Context: an optimization exercise on an open-source flow, tuned for small area and few clock cycles per item. The choices shown serve that exercise and are no tape-out recipe.
At most, simulation tests tie the RTL to the original design; equivalence was not proved.
The RTL of runs 1 and 2 was laid out without a check of its function.

File: flow/design.v
package cordic_pkg;
    localparam logic CORDIC_ROT = 1'b0;
    localparam logic CORDIC_VEC = 1'b1;
    localparam logic [31:0] HALF_PI = 32'd51472;
    function automatic logic [31:0] atan_q15(input int i);
        case (i)
            0: atan_q15 = 32'd25736;
            1: atan_q15 = 32'd15193;
            2: atan_q15 = 32'd8027;
            3: atan_q15 = 32'd4075;
            4: atan_q15 = 32'd2045;
            5: atan_q15 = 32'd1024;
            6: atan_q15 = 32'd512;
            7: atan_q15 = 32'd256;
            8: atan_q15 = 32'd128;
            9: atan_q15 = 32'd64;
            10: atan_q15 = 32'd32;
            11: atan_q15 = 32'd16;
            12: atan_q15 = 32'd8;
            13: atan_q15 = 32'd4;
            14: atan_q15 = 32'd2;
            15: atan_q15 = 32'd1;
            default: atan_q15 = 32'd0;
        endcase
    endfunction
endpackage
module cordic_dir (
    input  logic        mode,
    input  logic [1:0]  hc,
    input  logic        y_msb,
    input  logic [18:0] w,
    output logic        up
);
    logic z_pos;
    always_comb begin
        case (hc)
            2'd0:    z_pos = !w[18];
            2'd1:    z_pos = !w[18] && w[17];
            2'd2:    z_pos = 1'b0;
            default: z_pos = 1'b1;
        endcase
    end
    assign up = (mode == cordic_pkg::CORDIC_VEC) ? y_msb : z_pos;
endmodule
module cordic_stage
#(
    parameter int SHIFT = 0
) (
    input  logic        mode,
    input  logic [1:0]  hc,
    input  logic        up,
    input  logic [31:0] in_x,
    input  logic [31:0] in_y,
    input  logic [18:0] in_w,
    output logic [31:0] out_x,
    output logic [31:0] out_y,
    output logic [18:0] out_w,
    output logic        out_up
);
    localparam logic [18:0] ATAN = 19'(cordic_pkg::atan_q15(SHIFT));
    logic [31:0] x_sh, y_sh;
    assign x_sh = $signed(in_x) >>> SHIFT;
    assign y_sh = $signed(in_y) >>> SHIFT;
    cordic_add u_add_x (.a(in_x), .b(y_sh ^ {32{up}}),  .ci(up),  .s(out_x));
    cordic_add u_add_y (.a(in_y), .b(x_sh ^ {32{!up}}), .ci(!up), .s(out_y));
    assign out_w = up ? in_w - ATAN : in_w + ATAN;
    cordic_dir u_dir (.mode(mode), .hc(hc), .y_msb(out_y[31]), .w(out_w), .up(out_up));
endmodule
module cordic_add (
    input  logic [31:0] a,
    input  logic [31:0] b,
    input  logic        ci,
    output logic [31:0] s
);
    logic [5:0][32:0] g;
    logic [5:0][32:0] p;
    assign g[0][0]    = ci;
    assign p[0][0]    = 1'b0;
    assign g[0][32:1] = a & b;
    assign p[0][32:1] = a ^ b;
    for (genvar l = 0; l < 5; l++) begin : g_lvl
        for (genvar i = 0; i <= 32; i++) begin : g_bit
            if ((i >> l) & 1) begin : g_comb
                localparam int J = ((i >> l) << l) - 1;
                assign g[l+1][i] = g[l][i] | (p[l][i] & g[l][J]);
                assign p[l+1][i] = p[l][i] & p[l][J];
            end else begin : g_pass
                assign g[l+1][i] = g[l][i];
                assign p[l+1][i] = p[l][i];
            end
        end
    end
    assign s = p[0][32:1] ^ g[5][31:0];
endmodule
module cordic_neg (
    input  logic [31:0] v,
    output logic [31:0] n
);
    logic [5:0][31:0] o;
    assign o[0] = v;
    for (genvar l = 0; l < 5; l++) begin : g_lvl
        for (genvar i = 0; i < 32; i++) begin : g_bit
            if ((i >> l) & 1) begin : g_comb
                localparam int J = ((i >> l) << l) - 1;
                assign o[l+1][i] = o[l][i] | o[l][J];
            end else begin : g_pass
                assign o[l+1][i] = o[l][i];
            end
        end
    end
    assign n = v ^ {o[5][30:0], 1'b0};
endmodule
module cordic_pipe
#(
    parameter int WIDTH = 32,
    parameter int FRAC  = 15,
    parameter int ITER  = 16,
    parameter int TAG_W = 8
) (
    input  logic             clk,
    input  logic             rst,
    input  logic             in_valid,
    output logic             in_ready,
    input  logic             in_mode,
    input  logic [WIDTH-1:0] in_x,
    input  logic [WIDTH-1:0] in_y,
    input  logic [WIDTH-1:0] in_z,
    input  logic [TAG_W-1:0] in_tag,
    output logic             out_valid,
    input  logic             out_ready,
    output logic [WIDTH-1:0] out_x,
    output logic [WIDTH-1:0] out_y,
    output logic [WIDTH-1:0] out_z,
    output logic [TAG_W-1:0] out_tag
);
    localparam logic [15:0] REG_AFTER = 16'b1101010101010100;
    localparam logic signed [31:0] HP  = cordic_pkg::HALF_PI;
    localparam logic signed [18:0] AT0 = 19'(cordic_pkg::atan_q15(0));
    localparam logic signed [18:0] HP19 = 19'(cordic_pkg::HALF_PI);
    logic en;
    assign en       = !out_valid || out_ready;
    assign in_ready = en;
    logic [31:0] s_xy, d_xy, ns_xy, nd_xy;
    logic        vec, x_neg, y_neg, x_min, z_gt, z_lt, z_neg;
    logic [1:0]  sel;
    logic [31:0] x1, y1;
    logic [18:0] w1;
    logic [14:0] hi1;
    logic [1:0]  hc1;
    cordic_add u_s  (.a(in_x), .b(in_y),  .ci(1'b0), .s(s_xy));
    cordic_add u_d  (.a(in_x), .b(~in_y), .ci(1'b1), .s(d_xy));
    cordic_neg u_ns (.v(s_xy), .n(ns_xy));
    cordic_neg u_nd (.v(d_xy), .n(nd_xy));
    assign vec   = (in_mode == cordic_pkg::CORDIC_VEC);
    assign x_neg = in_x[31];
    assign y_neg = in_y[31];
    assign z_neg = in_z[31];
    assign x_min = (in_x == 32'h8000_0000);
    assign z_gt  = $signed(in_z) > HP;
    assign z_lt  = $signed(in_z) < -HP;
    logic [18:0] zl, w_up, w_dn, w_r2, w_r3;
    assign zl   = {2'b00, in_z[16:0]};
    assign w_up = zl - AT0;
    assign w_dn = zl + AT0;
    assign w_r2 = zl - (HP19 + AT0);
    assign w_r3 = zl + (HP19 + AT0);
    always_comb begin
        if (vec) begin
            if (!x_neg) begin
                sel = y_neg ? 2'd0 : 2'd1;
                w1  = y_neg ? -AT0 : AT0;
            end else if (!y_neg) begin
                sel = x_min ? 2'd1 : 2'd2;
                w1  = x_min ? HP19 - AT0 : HP19 + AT0;
            end else begin
                sel = 2'd3;
                w1  = -HP19 - AT0;
            end
        end else if (z_gt) begin
            sel = 2'd3;
            w1  = w_r2;
        end else if (z_lt) begin
            sel = 2'd2;
            w1  = w_r3;
        end else begin
            sel = z_neg ? 2'd1 : 2'd0;
            w1  = z_neg ? w_dn : w_up;
        end
    end
    always_comb begin
        case (sel)
            2'd0:    begin x1 = d_xy;  y1 = s_xy;  end
            2'd1:    begin x1 = s_xy;  y1 = nd_xy; end
            2'd2:    begin x1 = nd_xy; y1 = ns_xy; end
            default: begin x1 = ns_xy; y1 = d_xy;  end
        endcase
    end
    assign hi1 = vec ? 15'd0 : in_z[31:17];
    always_comb begin
        if (vec || hi1 == 15'd0)  hc1 = 2'd0;
        else if (&hi1)            hc1 = 2'd1;
        else if (hi1[14])         hc1 = 2'd2;
        else                      hc1 = 2'd3;
    end
    logic [ITER:1]             b_v,  a_v;
    logic [ITER:1]             b_m,  a_m;
    logic [ITER:1]             b_u,  a_u;
    logic [ITER:1][1:0]        b_c,  a_c;
    logic [ITER:1][14:0]       b_h,  a_h;
    logic [ITER:1][31:0]       b_x,  a_x;
    logic [ITER:1][31:0]       b_y,  a_y;
    logic [ITER:1][18:0]       b_w,  a_w;
    logic [ITER:1][TAG_W-1:0]  b_t,  a_t;
    assign a_v[1] = in_valid;
    assign a_m[1] = in_mode;
    cordic_dir u_dir1 (.mode(in_mode), .hc(hc1), .y_msb(y1[31]), .w(w1), .up(a_u[1]));
    assign a_c[1] = hc1;
    assign a_h[1] = hi1;
    assign a_x[1] = x1;
    assign a_y[1] = y1;
    assign a_w[1] = w1;
    assign a_t[1] = in_tag;
    for (genvar k = 1; k <= ITER; k++) begin : g_node
        localparam logic REG = (k == 1) ? 1'b1 : REG_AFTER[k-1];
        if (REG) begin : g_reg
            logic             r_v;
            logic             r_m;
            logic             r_u;
            logic [1:0]       r_c;
            logic [14:0]      r_h;
            logic [31:0]      r_x, r_y;
            logic [18:0]      r_w;
            logic [TAG_W-1:0] r_t;
            always_ff @(posedge clk) begin
                if (rst) r_v <= 1'b0;
                else if (en) r_v <= a_v[k];
            end
            always_ff @(posedge clk) begin
                if (en) begin
                    r_m <= a_m[k];
                    r_u <= a_u[k];
                    r_c <= a_c[k];
                    r_h <= a_h[k];
                    r_x <= a_x[k];
                    r_y <= a_y[k];
                    r_w <= a_w[k];
                    r_t <= a_t[k];
                end
            end
            assign b_v[k] = r_v;
            assign b_m[k] = r_m;
            assign b_u[k] = r_u;
            assign b_c[k] = r_c;
            assign b_h[k] = r_h;
            assign b_x[k] = r_x;
            assign b_y[k] = r_y;
            assign b_w[k] = r_w;
            assign b_t[k] = r_t;
        end else begin : g_wire
            assign b_v[k] = a_v[k];
            assign b_m[k] = a_m[k];
            assign b_u[k] = a_u[k];
            assign b_c[k] = a_c[k];
            assign b_h[k] = a_h[k];
            assign b_x[k] = a_x[k];
            assign b_y[k] = a_y[k];
            assign b_w[k] = a_w[k];
            assign b_t[k] = a_t[k];
        end
        if (k < ITER) begin : g_rot
            cordic_stage #(.SHIFT(k)) u_stage (
                .mode  (b_m[k]),
                .hc    (b_c[k]),
                .up    (b_u[k]),
                .in_x  (b_x[k]),
                .in_y  (b_y[k]),
                .in_w  (b_w[k]),
                .out_x (a_x[k+1]),
                .out_y (a_y[k+1]),
                .out_w (a_w[k+1]),
                .out_up(a_u[k+1])
            );
            assign a_v[k+1] = b_v[k];
            assign a_m[k+1] = b_m[k];
            assign a_c[k+1] = b_c[k];
            assign a_h[k+1] = b_h[k];
            assign a_t[k+1] = b_t[k];
        end
    end
    assign out_valid = b_v[ITER];
    assign out_x     = b_x[ITER];
    assign out_y     = b_y[ITER];
    assign out_z     = {b_h[ITER] + {{13{b_w[ITER][18]}}, b_w[ITER][18:17]}, b_w[ITER][16:0]};
    assign out_tag   = b_t[ITER];
endmodule
File: flow/run.sh
#!/bin/bash
# synth_recipe.tcl (not shown) runs the flow's synth.tcl, then flattens the netlist and writes it again
# the make line also repeats each setting of config.mk as NAME=value (left out here)
make -C /OpenROAD-flow-scripts/flow DESIGN_CONFIG=/design/flow/config.mk WORK_HOME=/design/flow/orfs CLKGATE_MAP_FILE= SYNTH_SCRIPT=/design/flow/synth_recipe.tcl finish
File: flow/config.mk
export PLATFORM = sky130hd
export DESIGN_NAME = cordic_pipe
export DESIGN_NICKNAME = cordic_pipe
export VERILOG_FILES = /design/flow/design.v
export SDC_FILE = /design/flow/constraint.sdc
export NUM_CORES = 4
export LEC_CHECK = 0
export ABC_AREA = 1
export CAP_MARGIN = 20
export CORE_MARGIN = 2
export CORE_UTILIZATION = 40
export SLEW_MARGIN = 20
File: flow/constraint.sdc
create_clock -name core_clock -period 5.0 [get_ports {clk}]
set_input_delay 1.0000 -clock core_clock [delete_from_list [all_inputs] [get_ports {clk}]]
set_output_delay 1.0000 -clock core_clock [all_outputs]
set_load 0.01 [all_outputs]
==> flow_summary.yaml, run 1 <==
logic_synthesis:
  syn_nets: 12958
  syn_area_per_cell_um2: 8.31
  syn_area_um2: 95800
  yosys_register_bits: 991
  netlist_instances: 11533
  yosysWarnings: 2
  synthFlopType: "edfxtp_1"
  synth_top_area_share_pct: 30.8
  synth_largest_area_cell: "edfxtp_1"
  synth_cell_types: 81
  yosysSeqAreaShare_pct: 31.0
  synth_edf_count: 982
  ys_top_cells_by_area: "edfxtp_1 (31%), ha_1 (15%), xor2_1 (9.7%)"
  postSynth.asyncResetShare_pct: 0
detailed_routing:
  vias_per_cell: 4.89
  vias: 84645
  totalWireLength_um: 263000
  drc: 0
  dr.pass1.iters: 7
  drtIter0Drc: 3688
  ant_nets: 0
  wire_per_inst_um: 15.2
timing:
  tightest_slew_ns: 0.849
  slew_headroom_pct: 43.4
  post-route-period-util_pct: 107
  hold_viol_final: 0
  finalSetupViolations: 146
  clock-skew-final_ns: 0.103
  worst_slack_ns: -0.352
  fin_crit_ns: 5.35
  rsz0062_at_grt: "yes"
  max_freq_mhz: 187
  final_max_slew_viol_count: 0
outcome:
  run_status: "complete, but fails checks"
  failed_checks: "negative setup slack"
setup_path:
  crit_path_frequent_cell: "nand2_2"
  cpMaxStageDelayCell: "edfxtp_1"
  path_buf_inv: 6
  cp-start-kind: "flip-flop"
  setup.worst_path.class: "flip-flop to flip-flop"
  required_ns: 5.49
  end_kind: "flip-flop"
  cp_top_family: "compound AO/OA/AOI/OAI gates"
  path_max_fanout: 8
  critPathArrivalTime_ns: 5.84
  cpPeakStageDelay_ns: 0.43
cts:
  path_clk_slew_ns: 0.06
  cts_max_level: 3
  cts_buffers: 113
  cts_tree: "yes"
  cts.sinks: 991
  clk_latency_ns: 0.84
  postCtsHoldBufs: 0
  clockBufferDepth: 3
  root_buffer: "clkbuf_16"
floorplan:
  dieArea_um2: 244000
  floorplan.initialDensity_pct: 40.3
  coreArea_um2: 238000
  std_cell_rows: 179
  io_pins: 215
  die_w_um: 494
  die_h_um: 494
grt:
  globalRouteOverflowTotal: 0
  grt_pass1_wl_um: 425000
  grt_max_degree: 134
  antenna_found_initial: 2
  grt_usage_pct: 21.2
  grt_pass1_vias: 86657
final_layout:
  fin_util_pct: 53.4
  layout_common_cells: "buf_4 (2305), nand2_1 (2129), inv_1 (1672)"
  area_growth_pct: 32.7
  multi_input_area_um2: 61900
  drive_gt1_share_pct: 24.8
  fin_area_um2: 127000
  nets: 15475
  ff_latch_area_um2: 29700
  final_cells: 17316
  fillCellCount: 21460
  final_common_cell: "buf_4"
place:
  dp_cells: 16892
  globalplace.congestion: 0.916
  dpl_cell_area_um2: 118000
  hpwl_um: 213000
  port_buffers: 214
run:
  max_cap_violations: 0
min_path:
  hp-class: "flip-flop to flip-flop"
## synthesized netlist by cell type, types with 47 or more instances
library cell and number:
nand3_1 597, a21oi_1 886, edfxtp_1 982, a21o_1 96
inv_1 1713, or2_2 50, xnor2_1 470, o21ai_0 255
a211oi_1 58, clkbuf_1 52, nor2_1 670, nand2_1 2241
buf_2 47, nor3_1 151, nand4_1 78, o21bai_1 105
ha_1 1174, fa_1 142, buf_4 90, nand2_2 79
xor2_1 1061
## logic make-up after synthesis
| family | Yosys count | share of synthesized area (%) |
|---|---|---|
| DFF | 991 | 31.0 |
| adders and majority gates | 1316 | 18.3 |
| xor gates and xnor gates | 1538 | 14.1 |
| buffers and inverters | 1971 | 8.28 |
| and+or+nand+nor | 4021 | 17.9 |
| AOI/OAI and AO/OA | 1696 | 10.4 |
## worst paths after layout
| check | slack [ns] | endpoint | cells past startpoint | from |
|---|---|---|---|---|
| min | 0.36 | g_node[15].g_reg.r_w[0] | 0 | g_node[13].g_reg.r_w[0] |
| max | -0.35 | g_node[11].g_reg.r_x[30] | 40 | g_node[9].g_reg.r_u |
| min reg2reg | 0.36 | g_node[15].g_reg.r_w[0] | 0 | g_node[13].g_reg.r_w[0] |
| max reg2reg | -0.35 | g_node[11].g_reg.r_x[30] | 40 | g_node[9].g_reg.r_u |
## metrics by stage
stage          hold WS [ns]  TNS, ns  setup slack (ns)
6_report              0.361   -14.95            -0.352
3_5_place_dp          0.405   -64.06            -0.547
4_1_cts               0.366   -11.56            -0.290
5_1_grt               0.378  -110.58            -0.729
2_1_floorplan         0.400   -18.79            -0.419
3_3_place_gp          0.400   -40.92            -0.542
## cell type report
class / instances / share of cell area, %
well taps: 3167 / 3.11
clock inverters: 81 / 0.766
inverters: 1749 / 5.20
multi-input cells: 8572 / 48.6
diodes: 1 / 0.00197
repair buffers: 2623 / 16.7
clock buffers: 132 / 2.28
flip-flops and latches: 991 / 23.3
## routing by layer
metal	GRT usage (%)	up-vias	share of wire (%)
met5	0	-	0
met4	6.55	0	3.0
met3	1.76	445	2.5
met2	40.6	1212	53
met1	24.6	39644	42
li1	-	43344	-
## state kept, by name, indices dropped and copies added (netlist names)
register	cells
g_node.g_reg.r_u	8
g_node.g_reg.r_w	171
g_node.g_reg.r_x	288
g_node.g_reg.r_v	9
g_node.g_reg.r_m	7
g_node.g_reg.r_h	135
g_node.g_reg.r_y	287
g_node.g_reg.r_c	14
g_node.g_reg.r_t	72
## what timing repair did
action,CTS,global route
gates cloned,7,1
pin swaps,176,215
buffers inserted,143,62
resized for setup,467,341
endpoints found under the setup margin,304,379
==> run 2: changes to the inputs <==
--- a/flow/design.v
+++ b/flow/design.v
@@ -135,3 +135,3 @@
 );
-    localparam logic [15:0] REG_AFTER = 16'b1101010101010100;
+    localparam logic [15:0] REG_AFTER = 16'b1111111111111110;
     localparam logic signed [31:0] HP  = cordic_pkg::HALF_PI;
--- a/flow/config.mk
+++ b/flow/config.mk
@@ -7,6 +7,8 @@
 export LEC_CHECK = 0
-export ABC_AREA = 1
 export CAP_MARGIN = 20
 export CORE_MARGIN = 2
-export CORE_UTILIZATION = 40
+export CORE_UTILIZATION = 65
+export CTS_BUF_LIST = sky130_fd_sc_hd__clkbuf_8
+export CTS_CLUSTER_DIAMETER = 50
+export CTS_CLUSTER_SIZE = 16
 export SLEW_MARGIN = 20
==> run 2 against run 1 <==
Effect of this change:
- the run now finishes clean
- critical path depth decreased by 22
- global-route usage increased by 6.3 points
- first-iteration DRC count increased by 28%
- utilization increased by 19 points
- final cell count decreased by 26%
==> flow_summary.yaml, run 2 <==
cts:
  cts_max_level: 4
  clk_latency_ns: 1.01
  cts_tree: "yes"
  cts_buffers: 173
  postCtsHoldBufs: 0
  clockBufferDepth: 3
  path_clk_slew_ns: 0.09
  cts.sinks: 1768
  root_buffer: "clkbuf_8"
timing:
  hold_viol_final: 0
  finalSetupViolations: 0
  whs_ns: 0.358
  rsz0062_at_grt: "yes"
  tightest_slew_ns: 1.07
  final_max_slew_viol_count: 0
  fin_crit_ns: 4.96
  worst_slack_ns: 0.0438
  post-route-period-util_pct: 99.1
  slew_headroom_pct: 28.7
  max_freq_mhz: 202
  clock-skew-final_ns: 0.0829
  tns_ns: 0
final_layout:
  drive_gt1_share_pct: 8.60
  top_regs: "g_node.g_reg.r_x x512, g_node.g_reg.r_y x511, g_node.g_reg.r_w x304"
  layout_common_cells: "edfxtp_1 (1752), ha_1 (1184), xnor2_1 (1060)"
  largest-register: "g_node.g_reg.r_x"
  fillCellCount: 11812
  fin_area_um2: 125000
  area_growth_pct: 10.5
  final_common_cell: "edfxtp_1"
  largest_reg_flops: 512
  nets: 11841
logic_synthesis:
  synth_largest_area_cell: "edfxtp_1"
  synth_common_cells: "edfxtp_1 (1752), ha_1 (1191), xnor2_1 (1063)"
  synth_cell_types: 97
  netlist_instances: 9802
  yosys.area_share.simple_pct: 9.17
  syn_nets: 11246
  postSynth.asyncResetShare_pct: 0
  synthMuxAreaShare_pct: 0.400
  yosys_register_bits: 1768
  yosysSeqAreaShare_pct: 46.9
  synth_compound_gate_area_share_pct: 11.3
  synth_xor_area_share_pct: 13.4
  synth_top_area_share_pct: 46.6
  yosysWarnings: 2
  syn_area_um2: 113000
  synthAdderAreaFrac_pct: 15.7
  synth_edf_count: 1752
  synth_top_family_by_area: "adder cells"
  synth.most_common_cell: "edfxtp_1"
  syn_area_per_cell_um2: 11.5
  synthFlopType: "edfxtp_1"
  ys_top_cells_by_area: "edfxtp_1 (47%), ha_1 (13%), xnor2_1 (8.2%)"
detailed_routing:
  totalWireLength_um: 244000
  vias: 74332
  wire_per_inst_um: 19.0
  ant_nets: 0
  dr.pass1.iters: 6
  vias_per_cell: 5.79
  drc: 0
  drtIter0Drc: 4723
grt:
  grt_max_degree: 207
  globalRouteOverflowTotal: 0
  antenna_found_initial: 9
  grt_usage_pct: 27.4
  grt_pass1_wl_um: 385000
  grt_pass1_vias: 74353
floorplan:
  std_cell_rows: 152
  coreArea_um2: 172000
  dieArea_um2: 177000
  die_h_um: 421
  io_pins: 215
  die_w_um: 421
  floorplan.initialDensity_pct: 65.6
outcome:
  run_status: "no timing/DRC/antenna violations"
setup_path:
  critPathArrivalTime_ns: 3.96
  required_ns: 4.00
  cpMaxStageDelayCell: "fa_2"
  setup.worst_path.class: "flip-flop to primary output"
  end_kind: "primary output"
  path_max_fanout: 2
  cp-start-kind: "flip-flop"
  crit_chain: "ha_2 > inv_2 > fa_2 > nor2b_2 > o21ai_2 > a21boi_2 > o21ai_2 > a21boi_2 > o21ai_2 > a21boi_2 > o21ai_1 > nand2b_1 > a21oi_2 > o21bai_2 > buf_6 > and4_1 > nor3_2 > buf_2"
  cpPeakStageDelay_ns: 0.37
place:
  hpwl_um: 192000
  dpl_cell_area_um2: 120000
  pre_cts_slack_ns: -1.04
  globalplace.congestion: 0.943
  port_buffers: 214
min_path:
  hp-class: "flip-flop to flip-flop"
run:
  max_cap_violations: 0
run 2: cell count changes in the layout (fill, tap and decap cells not counted), sizes merged, moves of 492 or more:
cell	previous run	this run
edfxtp	982	1752
buf	2407	454
inv	1757	671
nand2	2328	384
nand3	615	123
xnor2	473	1063
run 2: critical path: cells and delay by family (launching register included):
kind                     cells  cell delay, ns
AO/OA/AOI/OAI                9            1.18
adder cells (fa/ha/maj)      2            0.59
AND/OR/NAND/NOR              4            0.52
flip-flops                   1            0.34
buffers and inverters        3            0.34
run 2: logic make-up after synthesis:
group | after synthesis
AND/OR/NAND/NOR | 2107
AO/OA/AOI/OAI | 1965
flip-flops | 1768
XOR/XNOR | 1724
adder cells (fa/ha/maj) | 1335
buffers and inverters | 862
multiplexers | 41
run 2: layer usage:
layer | part of all wire (%) | vias up | track usage [%]
met2 | 50 | 1703 | 48.6
met3 | 4.6 | 453 | 3.71
met1 | 42 | 35633 | 34.2
met5 | 0.011 | - | 0
met4 | 3.6 | 4 | 10.1
li1 | - | 36539 | -
run 2: final timing paths:
kind                                  from                endpoint  slack, ns  depth (start not counted)
hold reg to reg     g_node[8].g_reg.r_w[1]  g_node[9].g_reg.r_w[1]       0.36                          0
hold / removal      g_node[8].g_reg.r_w[1]  g_node[9].g_reg.r_w[1]       0.36                          0
setup / recovery  g_node[16].g_reg.r_w[17]               out_z[31]       0.04                         18
setup reg to reg       g_node[9].g_reg.r_u    g_node[10].g_reg.r_u       0.27                         16
run 2: per-stage QoR:
step	cells	util, %
finish	12843	72.5
global route	12841	72.5
CTS	12823	72.3
detailed placement	12506	69.9
global placement	12506	69.9
floorplan	9802	-
run 2: repair_timing:
item                       in CTS  in global routing
setup endpoints to repair       8                 25
buffers inserted               10                 18
pin swaps                       8                 30
gates resized for setup        39                 40
run 2: area by class of cell:
type	count	area (um2)	share of cell area (%)
antenna	4	10.0	0.00802
inverter	618	2340	1.87
sequential	1768	52900	42.4
clock inverter	133	1610	1.29
clock buffer	174	2390	1.92
multi-input combinational	7172	56700	45.5
tap	2310	2890	2.32
timing repair buffer	664	5880	4.71
==> run 3: changes to the inputs <==
--- a/flow/design.v
+++ b/flow/design.v
@@ -26,20 +26,2 @@
 endpackage
-module cordic_dir (
-    input  logic        mode,
-    input  logic [1:0]  hc,
-    input  logic        y_msb,
-    input  logic [18:0] w,
-    output logic        up
-);
-    logic z_pos;
-    always_comb begin
-        case (hc)
-            2'd0:    z_pos = !w[18];
-            2'd1:    z_pos = !w[18] && w[17];
-            2'd2:    z_pos = 1'b0;
-            default: z_pos = 1'b1;
-        endcase
-    end
-    assign up = (mode == cordic_pkg::CORDIC_VEC) ? y_msb : z_pos;
-endmodule
 module cordic_stage
@@ -50,3 +32,2 @@
     input  logic [1:0]  hc,
-    input  logic        up,
     input  logic [31:0] in_x,
@@ -56,4 +37,3 @@
     output logic [31:0] out_y,
-    output logic [18:0] out_w,
-    output logic        out_up
+    output logic [18:0] out_w
 );
@@ -61,2 +41,13 @@
     logic [31:0] x_sh, y_sh;
+    logic        z_pos;
+    logic        up;
+    always_comb begin
+        case (hc)
+            2'd0:    z_pos = !in_w[18];
+            2'd1:    z_pos = !in_w[18] && in_w[17];
+            2'd2:    z_pos = 1'b0;
+            default: z_pos = 1'b1;
+        endcase
+    end
+    assign up   = (mode == cordic_pkg::CORDIC_VEC) ? in_y[31] : z_pos;
     assign x_sh = $signed(in_x) >>> SHIFT;
@@ -66,3 +57,2 @@
     assign out_w = up ? in_w - ATAN : in_w + ATAN;
-    cordic_dir u_dir (.mode(mode), .hc(hc), .y_msb(out_y[31]), .w(out_w), .up(out_up));
 endmodule
@@ -206,3 +196,2 @@
     logic [ITER:1]             b_m,  a_m;
-    logic [ITER:1]             b_u,  a_u;
     logic [ITER:1][1:0]        b_c,  a_c;
@@ -215,3 +204,2 @@
     assign a_m[1] = in_mode;
-    cordic_dir u_dir1 (.mode(in_mode), .hc(hc1), .y_msb(y1[31]), .w(w1), .up(a_u[1]));
     assign a_c[1] = hc1;
@@ -227,3 +215,2 @@
             logic             r_m;
-            logic             r_u;
             logic [1:0]       r_c;
@@ -240,3 +227,2 @@
                     r_m <= a_m[k];
-                    r_u <= a_u[k];
                     r_c <= a_c[k];
@@ -251,3 +237,2 @@
             assign b_m[k] = r_m;
-            assign b_u[k] = r_u;
             assign b_c[k] = r_c;
@@ -261,3 +246,2 @@
             assign b_m[k] = a_m[k];
-            assign b_u[k] = a_u[k];
             assign b_c[k] = a_c[k];
@@ -273,3 +257,2 @@
                 .hc    (b_c[k]),
-                .up    (b_u[k]),
                 .in_x  (b_x[k]),
@@ -279,4 +262,3 @@
                 .out_y (a_y[k+1]),
-                .out_w (a_w[k+1]),
-                .out_up(a_u[k+1])
+                .out_w (a_w[k+1])
             );
--- a/flow/config.mk
+++ b/flow/config.mk
@@ -9,6 +9,3 @@
 export CORE_MARGIN = 2
-export CORE_UTILIZATION = 65
-export CTS_BUF_LIST = sky130_fd_sc_hd__clkbuf_8
-export CTS_CLUSTER_DIAMETER = 50
-export CTS_CLUSTER_SIZE = 16
+export CORE_UTILIZATION = 40
 export SLEW_MARGIN = 20
==> run 3 against run 2 <==
Effect of this change:
- clock skew up 0.031 ns
- synthesized cell count shrank 2.3%
- design area is 4.4% higher
==> flow_summary.yaml, run 3 <==
outcome:
  run_status: "no timing/DRC/antenna violations"
detailed_routing:
  vias: 73346
  wire_per_inst_um: 18.2
  drc: 0
  drtIter0Drc: 3807
  vias_per_cell: 5.12
  totalWireLength_um: 260000
  dr.pass1.iters: 5
  ant_nets: 0
timing:
  rsz0062_at_grt: "yes"
  post-route-period-util_pct: 96.5
  fin_crit_ns: 4.83
  tns_ns: 0
  max_freq_mhz: 207
  hold_viol_final: 0
  finalSetupViolations: 0
  tightest_slew_ns: 0.998
  slew_headroom_pct: 33.3
  clock-skew-final_ns: 0.114
  final_max_slew_viol_count: 0
final_layout:
  area_growth_pct: 16.9
  layout_common_cells: "edfxtp_1 (1740), ha_1 (1189), xnor2_1 (1061)"
  multi_input_area_um2: 56900
  fin_area_um2: 130000
  drive_gt1_share_pct: 11.4
  top_regs: "g_node.g_reg.r_x x512, g_node.g_reg.r_y x511, g_node.g_reg.r_w x304"
  ff_latch_area_um2: 52600
  final_cells: 14335
  final_common_cell: "edfxtp_1"
  fillCellCount: 24998
  largest_reg_flops: 512
  largest-register: "g_node.g_reg.r_x"
  nets: 11899
  fin_util_pct: 47.1
logic_synthesis:
  netlist_instances: 9580
  synth_cell_types: 103
  yosysWarnings: 16
  synth_largest_area_cell: "edfxtp_1"
  synthMuxAreaShare_pct: 0.228
  synthFlopType: "edfxtp_1"
  syn_nets: 11024
  synthAdderAreaFrac_pct: 16.0
  synth.most_common_cell: "edfxtp_1"
  synth_common_cells: "edfxtp_1 (1740), ha_1 (1191), xnor2_1 (1069)"
  syn_area_per_cell_um2: 11.6
  yosysSeqAreaShare_pct: 47.2
  ys_top_cells_by_area: "edfxtp_1 (47%), ha_1 (13%), xnor2_1 (8.4%)"
  synth_top_area_share_pct: 46.9
  postSynth.asyncResetShare_pct: 0
  synth_compound_gate_area_share_pct: 11.8
  synth_top_family_by_area: "adder cells"
  yosys.area_share.simple_pct: 9.26
  yosys_register_bits: 1756
  syn_area_um2: 111000
  synth_xor_area_share_pct: 13.3
  synth_edf_count: 1740
cts:
  cts_max_level: 4
  root_buffer: "clkbuf_16"
  path_clk_slew_ns: 0.06
  clk_latency_ns: 0.92
  clockBufferDepth: 4
  cts_tree: "yes"
  cts.sinks: 1756
  cts_buffers: 205
run:
  max_cap_violations: 0
grt:
  antenna_found_initial: 4
  grt_pass1_vias: 75029
  globalRouteOverflowTotal: 0
  grt_pass1_wl_um: 411000
  grt_usage_pct: 18.1
  grt_max_degree: 156
min_path:
  hp-class: "flip-flop to flip-flop"
setup_path:
  crit_chain: "buf_6 > ha_1 > a21o_1 > a21oi_2 > o21ai_0 > a21oi_2 > o21ai_2 > a21oi_2 > o21ai_0 > a21oi_1 > buf_4 > xnor2_1 > clkdlybuf4s50_1"
  setup.worst_path.class: "flip-flop to primary output"
  cpMaxStageDelayCell: "clkdlybuf4s50_1"
  cp-start-kind: "flip-flop"
  required_ns: 4.00
  critPathArrivalTime_ns: 3.83
  crit_path_frequent_cell: "a21oi_2"
  path_max_fanout: 4
  end_kind: "primary output"
  cpPeakStageDelay_ns: 0.58
floorplan:
  die_h_um: 532
  dieArea_um2: 283000
  std_cell_rows: 193
  io_pins: 215
  coreArea_um2: 277000
  floorplan.initialDensity_pct: 40.3
  die_w_um: 532
place:
  globalplace.congestion: 0.880
  hpwl_um: 206000
  port_buffers: 214
  dpl_cell_area_um2: 122000
  dp_cells: 13902
[run 3: kinds of logic (layout without fill, tap and decap cells)]
group	after synthesis	in the layout
and+or+nand+nor	2157	2157
AOI/OAI and AO/OA	2007	2007
DFF	1756	1756
xor gates and xnor gates	1688	1688
adders and majority gates	1335	1335
buffers and inverters	614	1660
muxes	23	23
other	0	4
[run 3: final cells by class]
class | instances | share of cell area, %
timing repair buffer | 899 | 5.99
antenna | 4 | 0.00768
clock buffer | 237 | 4.10
clock inverter | 141 | 1.16
tap | 3705 | 3.56
sequential | 1756 | 40.4
inverter | 383 | 1.12
multi-input combinational | 7210 | 43.7
[run 3: worst max-delay path: cells and delay by family (launching register included)]
kind | cells | cell delay (ns)
compound gates | 8 | 1.22
buf+inv | 3 | 0.90
flops | 1 | 0.43
fa+ha+maj | 1 | 0.27
xor+xnor | 1 | 0.12
[run 3: stage by stage]
step / hold slack (ns) / setup slack [ns]
2_1_floorplan: 0.400 / -1.42
3_3_place_gp: 0.400 / -0.865
3_5_place_dp: 0.405 / -0.899
4_1_cts: 0.379 / -0.0639
5_1_grt: 0.394 / -0.119
6_report: 0.402 / 0.174
[run 3: worst paths after layout]
| kind | start | endpoint | slack (ns) | depth (start not counted) |
|---|---|---|---|---|
| worst min register to register | g_node[2].g_reg.r_t[2] | g_node[3].g_reg.r_t[2] | 0.40 | 0 |
| worst min-delay path | g_node[2].g_reg.r_t[2] | g_node[3].g_reg.r_t[2] | 0.40 | 0 |
| worst max-delay path | g_node[16].g_reg.r_w[18] | out_z[26] | 0.17 | 13 |
| worst max register to register | g_node[5].g_reg.r_w[17] | g_node[6].g_reg.r_y[31] | 0.19 | 19 |
[run 3: routing by layer]
metal / vias up / global-route usage, % / share of wire, %
met5: - / 0 / 0.0069
met3: 387 / 1.94 / 3.0
met4: 2 / 5.72 / 3.1
li1: 36709 / - / -
met2: 1025 / 33.0 / 51
met1: 35223 / 22.2 / 43
[run 3: what timing repair did]
action                     CTS  global route
cloned                       0             2
hold buffers                 0             0
pin swaps                    8            54
setup endpoints to repair   19            99
resized for setup           21           142
setup buffers               16            33
Testbench counts of run 3, summed over its fixed seeds: cycles 3,328, items 3,200.
==> run 4: changes to the inputs <==
--- a/flow/config.mk
+++ b/flow/config.mk
@@ -9,3 +9,3 @@
 export CORE_MARGIN = 2
-export CORE_UTILIZATION = 40
+export CORE_UTILIZATION = 65
 export SLEW_MARGIN = 20
==> run 4 against run 3 <==
Effect of this change:
- via count grew 1.5%
- design area shrank 2.5%
- critical endpoint is now g_node[2].g_reg.r_x[31]
- clock skew shrank 0.056 ns
- final cell count shrank 12%
- wire length shrank 3.4%
- critical path type is now flip-flop to flip-flop
==> flow_summary.yaml, run 4 <==
outcome:
  run_status: "no timing/DRC/antenna violations"
cts:
  postCtsHoldBufs: 0
  cts_max_level: 4
  clockBufferDepth: 3
  root_buffer: "clkbuf_16"
  cts_buffers: 185
  path_clk_slew_ns: 0.07
  cts_tree: "yes"
  clk_latency_ns: 0.85
  cts.sinks: 1756
final_layout:
  antennaDiodeCount: 0
  top_regs: "g_node.g_reg.r_x x512, g_node.g_reg.r_y x511, g_node.g_reg.r_w x304"
  largest-register: "g_node.g_reg.r_x"
  layout_common_cells: "edfxtp_1 (1740), ha_1 (1186), xnor2_1 (1060)"
  fillCellCount: 11229
  final_common_cell: "edfxtp_1"
  nets: 11734
  final_cells: 12667
  largest_reg_flops: 512
  drive_gt1_share_pct: 10.0
  area_growth_pct: 14.0
logic_synthesis:
  synth_common_cells: "edfxtp_1 (1740), ha_1 (1191), xnor2_1 (1069)"
  postSynth.asyncResetShare_pct: 0
  synth_edf_count: 1740
  yosys.area_share.simple_pct: 9.26
  syn_nets: 11024
  synth_top_family_by_area: "adder cells"
  yosysSeqAreaShare_pct: 47.2
  synthMuxAreaShare_pct: 0.228
  yosysWarnings: 16
  syn_area_um2: 111000
  synth_compound_gate_area_share_pct: 11.8
  synth_largest_area_cell: "edfxtp_1"
  synthAdderAreaFrac_pct: 16.0
  synthFlopType: "edfxtp_1"
  yosys_register_bits: 1756
  synth_cell_types: 103
  synth_top_area_share_pct: 46.9
  ys_top_cells_by_area: "edfxtp_1 (47%), ha_1 (13%), xnor2_1 (8.4%)"
  syn_area_per_cell_um2: 11.6
  netlist_instances: 9580
  synth.most_common_cell: "edfxtp_1"
  synth_xor_area_share_pct: 13.3
floorplan:
  dieArea_um2: 175000
  die_w_um: 418
  io_pins: 215
  std_cell_rows: 151
  die_h_um: 418
  coreArea_um2: 170000
  floorplan.initialDensity_pct: 65.6
timing:
  tightest_slew_ns: 1.08
  clock-skew-final_ns: 0.0577
  slew_headroom_pct: 28.0
  hold_viol_final: 0
  finalSetupViolations: 0
  fin_crit_ns: 4.83
  post-route-period-util_pct: 96.5
  worst_slack_ns: 0.175
  whs_ns: 0.405
  tns_ns: 0
  max_freq_mhz: 207
  final_max_slew_viol_count: 0
  rsz0062_at_grt: "yes"
grt:
  grt_pass1_wl_um: 396000
  globalRouteOverflowTotal: 0
  grt_pass1_vias: 75586
  antenna_found_initial: 2
  grt_max_degree: 180
  grt_usage_pct: 28.6
setup_path:
  worstReg2RegEnd: "g_node[2].g_reg.r_x[31]"
  r2r_setup_slack_ns: 0.17
  path_max_fanout: 8
  cp-start-kind: "flip-flop"
  required_ns: 5.55
  end_kind: "flip-flop"
  setup.worst_path.class: "flip-flop to flip-flop"
  critPathArrivalTime_ns: 5.38
  reg2reg_from: "g_node[1].g_reg.r_c[0]"
  ff2ff_path_depth: 19
min_path:
  hp-class: "flip-flop to flip-flop"
  hp-start: "g_node[1].g_reg.r_h[7]"
  min_path_cells: 0
  whs_endpoint: "g_node[2].g_reg.r_h[7]"
detailed_routing:
  ant_nets: 0
  vias: 74479
  dr.pass1.iters: 6
  drtIter0Drc: 5187
  wire_per_inst_um: 19.9
  totalWireLength_um: 252000
  vias_per_cell: 5.88
  drc: 0
run:
  max_cap_violations: 0
place:
  port_buffers: 214
  dp_cells: 12278
  globalplace.congestion: 0.902
  pre_cts_slack_ns: -0.714
  hpwl_um: 191000
==> run 4: cell counts after synthesis <==
Identical to the previous run, type by type.
==> run 4: metrics by stage <==
stage / cell area, um2 / util [%]
detailed placement: 119000 / 70.3
CTS: 126000 / 74.2
global route: 127000 / 74.8
floorplan: 111000 / -
global placement: 119000 / 70.3
finish: 127000 / 74.8
==> run 4: what timing repair did <==
action | in CTS | in global routing
resized for setup | 29 | 140
pin swaps | 6 | 39
setup buffers | 5 | 37
cloned | 0 | 2
endpoints found under the setup margin | 26 | 90
endpoints found under the hold margin | 0 | 0
==> run 4: layout make-up <==
cell class | count | area (um2) | share of cell area, %
multi-input cells | 7210 | 57000 | 44.9
flip-flops and latches | 1756 | 52600 | 41.4
repair buffers | 754 | 6660 | 5.24
clock buffers | 207 | 4730 | 3.72
well taps | 2218 | 2780 | 2.18
clock inverters | 139 | 1830 | 1.44
inverters | 383 | 1470 | 1.16
==> run 4: worst max path at each step <==
stage / startpoint / end / slack (ns) / cells after the start
after floorplan: out_ready / in_ready / -1.42 / 4
after global placement: in_y[4] / g_node[1].g_reg.r_y[24] / -0.78 / 23
after detailed placement: in_y[4] / g_node[1].g_reg.r_y[24] / -0.71 / 23
after CTS: g_node[16].g_reg.r_w[18] / out_z[31] / 0.0005 / 15
after global routing: g_node[1].g_reg.r_c[0] / g_node[2].g_reg.r_x[30] / -0.06 / 19
final: g_node[1].g_reg.r_c[0] / g_node[2].g_reg.r_x[31] / 0.17 / 19
==> run 4: cell families after synthesis <==
family / Yosys count
XOR/XNOR: 1688
flip-flops: 1756
multiplexers: 23
buffers and inverters: 614
adder cells (fa/ha/maj): 1335
AND/OR/NAND/NOR: 2157
AO/OA/AOI/OAI: 2007
==> run 4: critical path, stage by stage (launching register included) <==
cell and delay, ns:
edfxtp_1 0.41, nor2b_1 0.20, o31ai_4 0.24, o21a_4 0.22, clkinvlp_4 0.19, buf_4 0.24
xnor2_1 0.13, ha_1 0.33, o21a_1 0.13, o211ai_1 0.08, a31o_2 0.25, o31a_1 0.30
nand3b_1 0.25, o21ai_1 0.41, o211ai_1 0.18, buf_4 0.18, a311oi_2 0.26, o21a_1 0.22
o21ai_2 0.08, a211o_1 0.27
==> run 4: metal layers <==
layer	routed length (um)	vias up	GRT usage (%)
met3	9460	480	3.32
met1	104000	36200	35.3
li1	-	36319	-
met4	7970	0	8.99
met5	0	-	0
met2	130000	1480	52.0
==> run 5: changes to the inputs <==
--- a/flow/config.mk
+++ b/flow/config.mk
@@ -10,2 +10,5 @@
 export CORE_UTILIZATION = 65
+export CTS_BUF_LIST = sky130_fd_sc_hd__clkbuf_16
+export CTS_CLUSTER_DIAMETER = 60
+export CTS_CLUSTER_SIZE = 24
 export SLEW_MARGIN = 20
==> run 5 against run 4 <==
Effect of this change:
- maximum frequency about the same
- design area decreased by 1.3%
- clock skew decreased by 0.011 ns
- largest cell class unchanged
==> flow_summary.yaml, run 5 <==
cts:
  cts.sinks: 1756
  clockBufferDepth: 3
  root_buffer: "clkbuf_16"
  clk_latency_ns: 0.84
  cts_tree: "yes"
  postCtsHoldBufs: 0
  cts_max_level: 4
  path_clk_slew_ns: 0.09
  cts_buffers: 144
timing:
  final_max_slew_viol_count: 0
  finalSetupViolations: 0
  tightest_slew_ns: 1.08
  clock-skew-final_ns: 0.0466
  slew_headroom_pct: 28.0
  hold_viol_final: 0
  max_freq_mhz: 207
  post-route-period-util_pct: 96.5
  whs_ns: 0.394
  fin_crit_ns: 4.83
detailed_routing:
  dr.pass1.iters: 8
  wire_per_inst_um: 19.6
  drtIter0Drc: 5038
  vias_per_cell: 5.87
  drc: 0
  ant_nets: 0
  totalWireLength_um: 246000
  vias: 73877
setup_path:
  critPathArrivalTime_ns: 5.40
  path_max_fanout: 14
  worstSetupStartpoint: "g_node[15].g_reg.r_w[17]"
  setup.worst_path.class: "flip-flop to flip-flop"
  reg2reg_from: "g_node[15].g_reg.r_w[17]"
  end_kind: "flip-flop"
  crit_end: "g_node[16].g_reg.r_y[31]"
  worstReg2RegEnd: "g_node[16].g_reg.r_y[31]"
  required_ns: 5.57
  r2r_setup_slack_ns: 0.17
  cp-start-kind: "flip-flop"
  ff2ff_path_depth: 21
min_path:
  hp-class: "flip-flop to flip-flop"
place:
  globalplace.congestion: 0.902
  hpwl_um: 191000
  port_buffers: 214
  dp_cells: 12278
logic_synthesis:
  syn_area_per_cell_um2: 11.6
  syn_area_um2: 111000
  yosys_register_bits: 1756
  synth_common_cells: "edfxtp_1 (1740), ha_1 (1191), xnor2_1 (1069)"
  synth_largest_area_cell: "edfxtp_1"
  netlist_instances: 9580
  ys_top_cells_by_area: "edfxtp_1 (47%), ha_1 (13%), xnor2_1 (8.4%)"
  synth_cell_types: 103
  synthFlopType: "edfxtp_1"
  synth.most_common_cell: "edfxtp_1"
  yosysSeqAreaShare_pct: 47.2
  synth_top_area_share_pct: 46.9
  yosysWarnings: 16
  postSynth.asyncResetShare_pct: 0
  synth_edf_count: 1740
  syn_nets: 11024
floorplan:
  coreArea_um2: 170000
  die_h_um: 418
  std_cell_rows: 151
  floorplan.initialDensity_pct: 65.6
  dieArea_um2: 175000
  io_pins: 215
  die_w_um: 418
final_layout:
  largest_reg_flops: 512
  drive_gt1_share_pct: 9.48
  final_cells: 12585
  fin_util_pct: 73.9
  area_growth_pct: 12.5
  nets: 11689
  final_common_cell: "edfxtp_1"
  layout_common_cells: "edfxtp_1 (1740), ha_1 (1184), xnor2_1 (1060)"
  antennaDiodeCount: 0
  top_regs: "g_node.g_reg.r_x x512, g_node.g_reg.r_y x511, g_node.g_reg.r_w x304"
  fillCellCount: 11445
  multi_input_area_um2: 57000
  ff_latch_area_um2: 52600
  largest-register: "g_node.g_reg.r_x"
grt:
  grt_max_degree: 180
  grt_pass1_vias: 74519
  globalRouteOverflowTotal: 0
  grt_pass1_wl_um: 389000
  grt_usage_pct: 28.0
  antenna_found_initial: 1
outcome:
  run_status: "no timing/DRC/antenna violations"
run:
  max_cap_violations: 0
## run 5: cell count changes in the layout (fill, tap and decap cells not counted), moves of 5 or more
cell / before / now
clkinv_1: 28 / 14
inv_1: 372 / 390
clkinv_2: 37 / 7
clkinvlp_4: 25 / 10
clkinv_8: 3 / 20
inv_6: 1 / 16
inv_12: 0 / 5
inv_8: 0 / 17
inv_16: 1 / 6
clkbuf_1: 20 / 0
clkinv_16: 10 / 3
bufinv_16: 32 / 7
clkbuf_16: 187 / 146
## run 5: worst min path at each step
stage                                   end  cells past startpoint                    start
finish               g_node[3].g_reg.r_h[7]                      0   g_node[2].g_reg.r_h[7]
global route         g_node[3].g_reg.r_h[7]                      0   g_node[2].g_reg.r_h[7]
CTS                  g_node[3].g_reg.r_h[7]                      0   g_node[2].g_reg.r_h[7]
detailed placement  g_node[10].g_reg.r_h[8]                      0   g_node[9].g_reg.r_h[8]
global placement    g_node[7].g_reg.r_h[12]                      0  g_node[6].g_reg.r_h[12]
floorplan           g_node[10].g_reg.r_h[0]                      0   g_node[9].g_reg.r_h[0]
## run 5: worst max-delay path, stage by stage, from the launching register on
cell and delay, ns:
edfxtp_1 0.42, nand2b_1 0.19, a22o_2 0.29, nor2_4 0.12
a21oi_4 0.05, buf_4 0.17, buf_6 0.16, xnor2_1 0.19
ha_1 0.31, a21o_1 0.19, a21o_1 0.16, a21oi_1 0.13
o21ai_0 0.24, o21a_1 0.33, o211a_1 0.27, nor3_1 0.23
o21bai_1 0.13, a21o_1 0.24, a211oi_2 0.25, o21bai_1 0.13
a21o_1 0.20, xor2_1 0.14
## run 5: kinds of logic after synthesis
family / count (synthesis) / share of synthesized area (%)
adder cells (fa/ha/maj): 1335 / 16.0
buffers and inverters: 614 / 2.35
AND/OR/NAND/NOR: 2157 / 9.26
multiplexers: 23 / 0.228
XOR/XNOR: 1688 / 13.3
flip-flops: 1756 / 47.2
AO/OA/AOI/OAI: 2007 / 11.8
## run 5: routing by layer
| metal | up-vias | routed length (um) | GRT usage [%] | part of all wire, % |
|---|---|---|---|---|
| met5 | - | 0 | 0 | 0 |
| met4 | 0 | 7150 | 8.27 | 2.9 |
| met3 | 450 | 9430 | 3.35 | 3.8 |
| met2 | 1438 | 127000 | 51.1 | 52 |
| met1 | 35772 | 103000 | 34.8 | 42 |
| li1 | 36217 | - | - | - |
## run 5: final cells by class
| class | count | share of cell area [%] |
|---|---|---|
| Clock buffer | 145 | 2.89 |
| Timing Repair Buffer | 750 | 5.26 |
| Inverter | 383 | 1.16 |
| Multi-Input combinational cell | 7210 | 45.5 |
| Clock inverter | 123 | 1.11 |
| Sequential cell | 1756 | 41.9 |
| Tap cell | 2218 | 2.21 |
## run 5: per-stage QoR
step                worst slack (ns)   TNS, ns  cell area (um2)
CTS                           0.0120         0           125000
detailed placement            -0.714    -17.33           119000
finish                         0.173         0           125000
global placement              -0.784    -15.61           119000
global route                 -0.0344    -0.111           125000
floorplan                      -1.42  -1725.86           111000
## run 5: what timing repair did
action / in CTS / in global routing
setup buffers: 6 / 32
setup endpoints to repair: 25 / 91
resized for setup: 31 / 140
pin swaps: 7 / 41
cloned: 0 / 1
==> run 6: changes to the inputs <==
--- a/flow/config.mk
+++ b/flow/config.mk
@@ -9,6 +9,6 @@
 export CORE_MARGIN = 2
-export CORE_UTILIZATION = 65
-export CTS_BUF_LIST = sky130_fd_sc_hd__clkbuf_16
-export CTS_CLUSTER_DIAMETER = 60
-export CTS_CLUSTER_SIZE = 24
+export CORE_UTILIZATION = 75
+export CTS_BUF_LIST = sky130_fd_sc_hd__clkbuf_8
+export CTS_CLUSTER_DIAMETER = 50
+export CTS_CLUSTER_SIZE = 16
 export SLEW_MARGIN = 20
==> run 6 against run 5 <==
Effect of this change:
- hold slack lost 0.0028 ns
- now fails the layout checks on negative setup slack
- area after synthesis is the same
- largest cell class unchanged
- sequential share of layout area grew 0.65 points
- maximum frequency shrank 4.3%
==> flow_summary.yaml, run 6 <==
outcome:
  run_status: "complete, but fails checks"
  failed_checks: "negative setup slack"
detailed_routing:
  totalWireLength_um: 261000
  vias_per_cell: 6.22
  vias: 76585
  drtIter0Drc: 6356
  dr.pass1.iters: 6
  ant_nets: 0
  drc: 0
  wire_per_inst_um: 21.2
min_path:
  hp-class: "flip-flop to flip-flop"
  whs_endpoint: "g_node[14].g_reg.r_w[1]"
  min_path_cells: 0
  hp-start: "g_node[13].g_reg.r_w[1]"
floorplan:
  io_pins: 215
  std_cell_rows: 141
  die_w_um: 390
  coreArea_um2: 148000
  dieArea_um2: 152000
  die_h_um: 390
  floorplan.initialDensity_pct: 75.5
setup_path:
  critPathArrivalTime_ns: 4.04
  worstReg2RegEnd: "g_node[6].g_reg.r_y[31]"
  r2r_setup_slack_ns: 0.07
  end_kind: "primary output"
  cp-start-kind: "flip-flop"
  setup.worst_path.class: "flip-flop to primary output"
  reg2reg_from: "g_node[5].g_reg.r_w[17]"
  ff2ff_path_depth: 19
  path_max_fanout: 2
  required_ns: 4.00
cts:
  root_buffer: "clkbuf_8"
  cts_tree: "yes"
  path_clk_slew_ns: 0.11
  cts.sinks: 1756
  cts_max_level: 4
  clockBufferDepth: 3
  clk_latency_ns: 0.98
  cts_buffers: 171
place:
  globalplace.congestion: 0.944
  port_buffers: 214
  dp_cells: 11927
  hpwl_um: 196000
timing:
  hold_viol_final: 0
  finalSetupViolations: 1
  worst_slack_ns: -0.0449
  post-route-period-util_pct: 101
  max_freq_mhz: 198
  tightest_slew_ns: 1.14
  rsz0062_at_grt: "yes"
  final_max_slew_viol_count: 0
  fin_crit_ns: 5.04
  clock-skew-final_ns: 0.0592
  slew_headroom_pct: 24.2
grt:
  grt_pass1_vias: 78691
  grt_pass1_wl_um: 406000
  antenna_found_initial: 7
  grt_usage_pct: 33.7
  globalRouteOverflowTotal: 0
  grt_max_degree: 186
logic_synthesis:
  yosysWarnings: 16
  synth_common_cells: "edfxtp_1 (1740), ha_1 (1191), xnor2_1 (1069)"
  yosys_register_bits: 1756
  synth_edf_count: 1740
  postSynth.asyncResetShare_pct: 0
  synthFlopType: "edfxtp_1"
  yosysSeqAreaShare_pct: 47.2
  synth.most_common_cell: "edfxtp_1"
  syn_nets: 11024
  syn_area_um2: 111000
  synth_top_area_share_pct: 46.9
  netlist_instances: 9580
  synth_cell_types: 103
  ys_top_cells_by_area: "edfxtp_1 (47%), ha_1 (13%), xnor2_1 (8.4%)"
  syn_area_per_cell_um2: 11.6
  synth_largest_area_cell: "edfxtp_1"
final_layout:
  area_growth_pct: 10.8
  layout_common_cells: "edfxtp_1 (1740), ha_1 (1189), xnor2_1 (1064)"
  fin_util_pct: 83.7
  largest_reg_flops: 512
  fillCellCount: 7993
  drive_gt1_share_pct: 9.48
  nets: 11679
  top_regs: "g_node.g_reg.r_x x512, g_node.g_reg.r_y x511, g_node.g_reg.r_w x304"
  final_cells: 12304
  final_common_cell: "edfxtp_1"
  largest-register: "g_node.g_reg.r_x"
run:
  max_cap_violations: 0
run 6: cell counts after synthesis:
No cell type changed its count.
run 6: worst max path at each step:
stage | from | endpoint | slack [ns] | cells past startpoint
after floorplan | out_ready | in_ready | -1.42 | 4
after global placement | in_y[4] | g_node[1].g_reg.r_x[25] | -0.76 | 21
after detailed placement | in_y[4] | g_node[1].g_reg.r_x[25] | -0.80 | 21
after CTS | g_node[16].g_reg.r_w[17] | out_z[31] | -0.13 | 17
after global routing | g_node[16].g_reg.r_w[17] | out_z[31] | -0.29 | 17
final | g_node[16].g_reg.r_w[17] | out_z[31] | -0.04 | 17
run 6: final cells by class:
class | count | area [um2] | share of cell area (%)
multi-input combinational | 7210 | 57000 | 46.1
sequential | 1756 | 52600 | 42.6
timing repair buffer | 713 | 6390 | 5.17
tap | 1930 | 2410 | 1.95
clock buffer | 172 | 2370 | 1.92
inverter | 383 | 1460 | 1.18
clock inverter | 135 | 1360 | 1.10
antenna | 5 | 12.5 | 0.0101
run 6: logic make-up after synthesis:
group | count (synthesis) | share of synthesized area [%]
DFF | 1756 | 47.2
and+or+nand+nor | 2157 | 9.26
xor gates and xnor gates | 1688 | 13.3
adders and majority gates | 1335 | 16.0
buffers and inverters | 614 | 2.35
AOI/OAI and AO/OA | 2007 | 11.8
muxes | 23 | 0.228
run 6: worst max-delay path: stages (launching register included):
cell and delay (ns):
edfxtp_1 0.39, ha_2 0.20, inv_2 0.06, fa_2 0.42, nor2b_2 0.14, o21ai_2 0.08
a21boi_2 0.20, o21ai_2 0.10, a21boi_2 0.22, o21ai_2 0.10, a21boi_2 0.15, o21ai_1 0.10
nand2b_1 0.12, a31o_2 0.18, a21o_1 0.14, a21oi_2 0.07, xnor2_1 0.20, buf_2 0.17
run 6: what timing repair did:
| action | 4_1_cts | 5_1_grt |
|---|---|---|
| pin swaps | 8 | 39 |
| hold buffers | 0 | 0 |
| gates resized for setup | 37 | 131 |
| gates cloned | 1 | 3 |
| setup endpoints to repair | 29 | 98 |
| buffers inserted | 11 | 50 |
run 6: per-stage QoR:
stage / setup TNS, ns / setup slack, ns / area [um2] / hold WS, ns
after global placement: -13.96 / -0.760 / 119000 / 0.400
after global routing: -1.17 / -0.286 / 124000 / 0.412
after detailed placement: -16.56 / -0.802 / 119000 / 0.405
after CTS: -0.130 / -0.130 / 123000 / 0.381
final: -0.0449 / -0.0449 / 124000 / 0.391
after floorplan: -1725.86 / -1.42 / 111000 / 0.400
run 6: per-layer routing:
metal  share of wire (%)  global-route usage (%)  up-vias
met5               0.010                       0        -
met4                 4.8                    14.9        4
met3                 5.1                    4.31      818
met2                  52                    61.8     2519
met1                  38                    39.3    37071
li1                    -                       -    36173
==> run 7: changes to the inputs <==
--- a/flow/config.mk
+++ b/flow/config.mk
@@ -9,3 +9,3 @@
 export CORE_MARGIN = 2
-export CORE_UTILIZATION = 75
+export CORE_UTILIZATION = 65
 export CTS_BUF_LIST = sky130_fd_sc_hd__clkbuf_8
==> run 7 against run 6 <==
Effect of this change:
- the run now finishes clean
- worst setup slack better by 0.17 ns
- count of clock-buffer cells in the layout up 4
- hold slack worse by 0.0091 ns
- sequential share of layout area is 0.28 points lower
- highest routed layer is now met4
- final cell count is 2.7% higher
- global-route usage is 5.8 points lower
- largest cell class unchanged
- critical endpoint unchanged
- area after synthesis did not move
- wire length down 6.2%
- die area up 15%
==> flow_summary.yaml, run 7 <==
final_layout:
  top_regs: "g_node.g_reg.r_x x512, g_node.g_reg.r_y x511, g_node.g_reg.r_w x304"
  final_common_cell: "edfxtp_1"
  drive_gt1_share_pct: 9.82
  largest_reg_flops: 512
  nets: 11726
  largest-register: "g_node.g_reg.r_x"
  fin_util_pct: 73.2
  area_growth_pct: 11.6
  final_cells: 12636
  layout_common_cells: "edfxtp_1 (1740), ha_1 (1188), xnor2_1 (1061)"
grt:
  globalRouteOverflowTotal: 0
  grt_pass1_wl_um: 387000
  antenna_found_initial: 3
  grt_max_degree: 180
  grt_pass1_vias: 74367
  grt_usage_pct: 27.8
floorplan:
  io_pins: 215
  dieArea_um2: 175000
  die_w_um: 418
  coreArea_um2: 170000
  floorplan.initialDensity_pct: 65.6
  std_cell_rows: 151
  die_h_um: 418
logic_synthesis:
  synthFlopType: "edfxtp_1"
  ys_top_cells_by_area: "edfxtp_1 (47%), ha_1 (13%), xnor2_1 (8.4%)"
  syn_area_per_cell_um2: 11.6
  synth.most_common_cell: "edfxtp_1"
  yosys_register_bits: 1756
  synth_largest_area_cell: "edfxtp_1"
  synth_top_area_share_pct: 46.9
  synth_edf_count: 1740
  yosysSeqAreaShare_pct: 47.2
  syn_nets: 11024
  synth_cell_types: 103
  postSynth.asyncResetShare_pct: 0
  yosysWarnings: 16
  syn_area_um2: 111000
  netlist_instances: 9580
  synth_common_cells: "edfxtp_1 (1740), ha_1 (1191), xnor2_1 (1069)"
cts:
  path_clk_slew_ns: 0.09
  cts.sinks: 1756
  cts_tree: "yes"
  root_buffer: "clkbuf_8"
  clk_latency_ns: 1.00
  cts_buffers: 175
  cts_max_level: 4
  clockBufferDepth: 3
setup_path:
  setup.worst_path.class: "flip-flop to primary output"
  r2r_setup_slack_ns: 0.20
  cp-start-kind: "flip-flop"
  cpMaxStageDelayCell: "edfxtp_1"
  critPathArrivalTime_ns: 3.87
  path_buf_inv: 2
  cpPeakStageDelay_ns: 0.43
  path_max_fanout: 3
  required_ns: 4.00
  cp_top_family: "compound AO/OA/AOI/OAI gates"
  crit_chain: "buf_4 > ha_4 > nor2b_1 > o21ai_2 > a21boi_2 > o21ai_2 > a21boi_2 > o21ai_1 > a21boi_1 > o21ai_1 > nand2b_1 > a31o_2 > a21o_1 > a21oi_2 > xnor2_1 > buf_2"
  end_kind: "primary output"
timing:
  final_max_slew_viol_count: 0
  finalSetupViolations: 0
  rsz0062_at_grt: "yes"
  whs_ns: 0.382
  max_freq_mhz: 205
  fin_crit_ns: 4.87
  hold_viol_final: 0
  worst_slack_ns: 0.126
  slew_headroom_pct: 30.6
  post-route-period-util_pct: 97.5
  tightest_slew_ns: 1.04
  clock-skew-final_ns: 0.0560
detailed_routing:
  vias: 73901
  vias_per_cell: 5.85
  ant_nets: 0
  wire_per_inst_um: 19.4
  drc: 0
  drtIter0Drc: 5022
  totalWireLength_um: 245000
  dr.pass1.iters: 5
place:
  hpwl_um: 191000
  pre_cts_slack_ns: -0.714
  globalplace.congestion: 0.902
  dp_cells: 12278
  port_buffers: 214
outcome:
  run_status: "no timing/DRC/antenna violations"
run:
  max_cap_violations: 0
min_path:
  hp-class: "flip-flop to flip-flop"
## run 7: cell count changes in the layout (fill, tap and decap cells not counted), sizes merged, moves of 2 or more
cell,delta
buf,+45
clkbuf,+3
clkinvlp,-3
clkinv,-3
dlymetal6s2s,-2
inv,-6
bufinv,+8
## run 7: worst paths after layout
path | start | to | cells after the start
worst max-delay path | g_node[16].g_reg.r_w[18] | out_z[31] | 16
worst min-delay path | g_node[1].g_reg.r_h[7] | g_node[2].g_reg.r_h[7] | 0
worst max register to register | g_node[10].g_reg.r_c[0] | g_node[11].g_reg.r_x[31] | 20
worst min register to register | g_node[1].g_reg.r_h[7] | g_node[2].g_reg.r_h[7] | 0
## run 7: what timing repair did
item                       in CTS  in global routing
pin swaps                       8                 36
resized for setup              37                112
hold buffers                    0                  0
gates cloned                    0                  2
setup endpoints to repair      26                 80
setup buffers                   5                 38
## run 7: logic make-up after synthesis
| family | share of synthesized area, % |
|---|---|
| flip-flops | 47.2 |
| AO/OA/AOI/OAI | 11.8 |
| multiplexers | 0.228 |
| adder cells (fa/ha/maj) | 16.0 |
| XOR/XNOR | 13.3 |
| buffers and inverters | 2.35 |
| AND/OR/NAND/NOR | 9.26 |
## run 7: cell type report
cell class                      count  area, um2
Tap cell                         2218       2780
Multi-Input combinational cell   7210      56900
Clock buffer                      176       2420
Fill cell                       11590      45500
Clock inverter                    131       1540
Timing Repair Buffer              756       6620
Inverter                          383       1460
Sequential cell                  1756      52600
Antenna cell                        6       15.0
## run 7: worst register-to-register path, cell delays in order, from the launching register on
cell	delay [ns]
edfxtp_1	0.42
nor2b_1	0.16
o31ai_1	0.20
buf_4	0.22
o21ai_4	0.13
buf_4	0.18
xnor2_1	0.16
ha_1	0.22
a21o_1	0.17
a21o_1	0.18
a2111o_1	0.40
a21oi_1	0.24
o21ba_4	0.28
or3_1	0.20
a31oi_2	0.11
o21a_1	0.20
o21a_1	0.18
o21a_1	0.22
o41a_1	0.37
a21oi_2	0.20
xor2_1	0.09
## run 7: layer usage
| layer | GRT usage, % | wire, um |
|---|---|---|
| met1 | 34.5 | 102000 |
| met2 | 50.5 | 126000 |
| met3 | 3.41 | 9110 |
| met4 | 8.71 | 7410 |
| met5 | 0 | 0 |
## run 7: per-stage QoR
stage           TNS, ns  instance area [um2]
2_1_floorplan  -1725.86               111000
3_3_place_gp     -15.61               119000
3_5_place_dp     -17.33               119000
4_1_cts          -0.171               124000
5_1_grt          -0.289               124000
6_report              0               124000

## what the ideal ports hide
How much do the figures lean on ideal ports? The routed layouts below were timed once more, with nothing changed but the port constraints.
Step 1, drivers: a clkbuf_16 drives clk and a buf_2 each remaining input, both assumed.
Step 2 also shifts input and output timing later by t, the mid clock arrival at the registers, as if the neighbouring blocks saw the same clock.
Slacks: ideal / step 1 / step 2; pairs: ideal / step 1.
run | shift t [ns] | setup slack, ns | worst hold slack (ns) | worst slew at a driven data input, ns | cell pins on the clock port's net
run 1 | 0.869 | -0.352 / -0.352 / -0.352 | 0.361 / 0.361 / 0.361 | 0.12 | 1
run 2 | 1.056 | 0.044 / -0.042 / -0.835 | 0.358 / 0.358 / 0.358 | 0.05 | 1
run 3 | 0.947 | 0.174 / 0.086 / -0.683 | 0.402 / 0.402 / 0.402 | 0.05 | 1
run 4 | 0.907 | 0.175 / 0.122 / -0.618 | 0.405 / 0.405 / 0.405 | 0.07 | 1
run 5 | 0.906 | 0.173 / 0.100 / -0.646 | 0.394 / 0.394 / 0.394 | 0.06 | 1
run 6 | 1.038 | -0.045 / -0.132 / -0.663 | 0.391 / 0.391 / 0.391 | 0.07 | 1
run 7 | 1.059 | 0.126 / 0.044 / -0.727 | 0.382 / 0.382 / 0.382 | 0.06 | 1
With both steps, setup timing fails in 5 of these runs, where it was met with ideal ports. For run 2, which loses most, drivers alone change the setup slack by -0.086 ns; drivers and shift together by -0.879 ns.
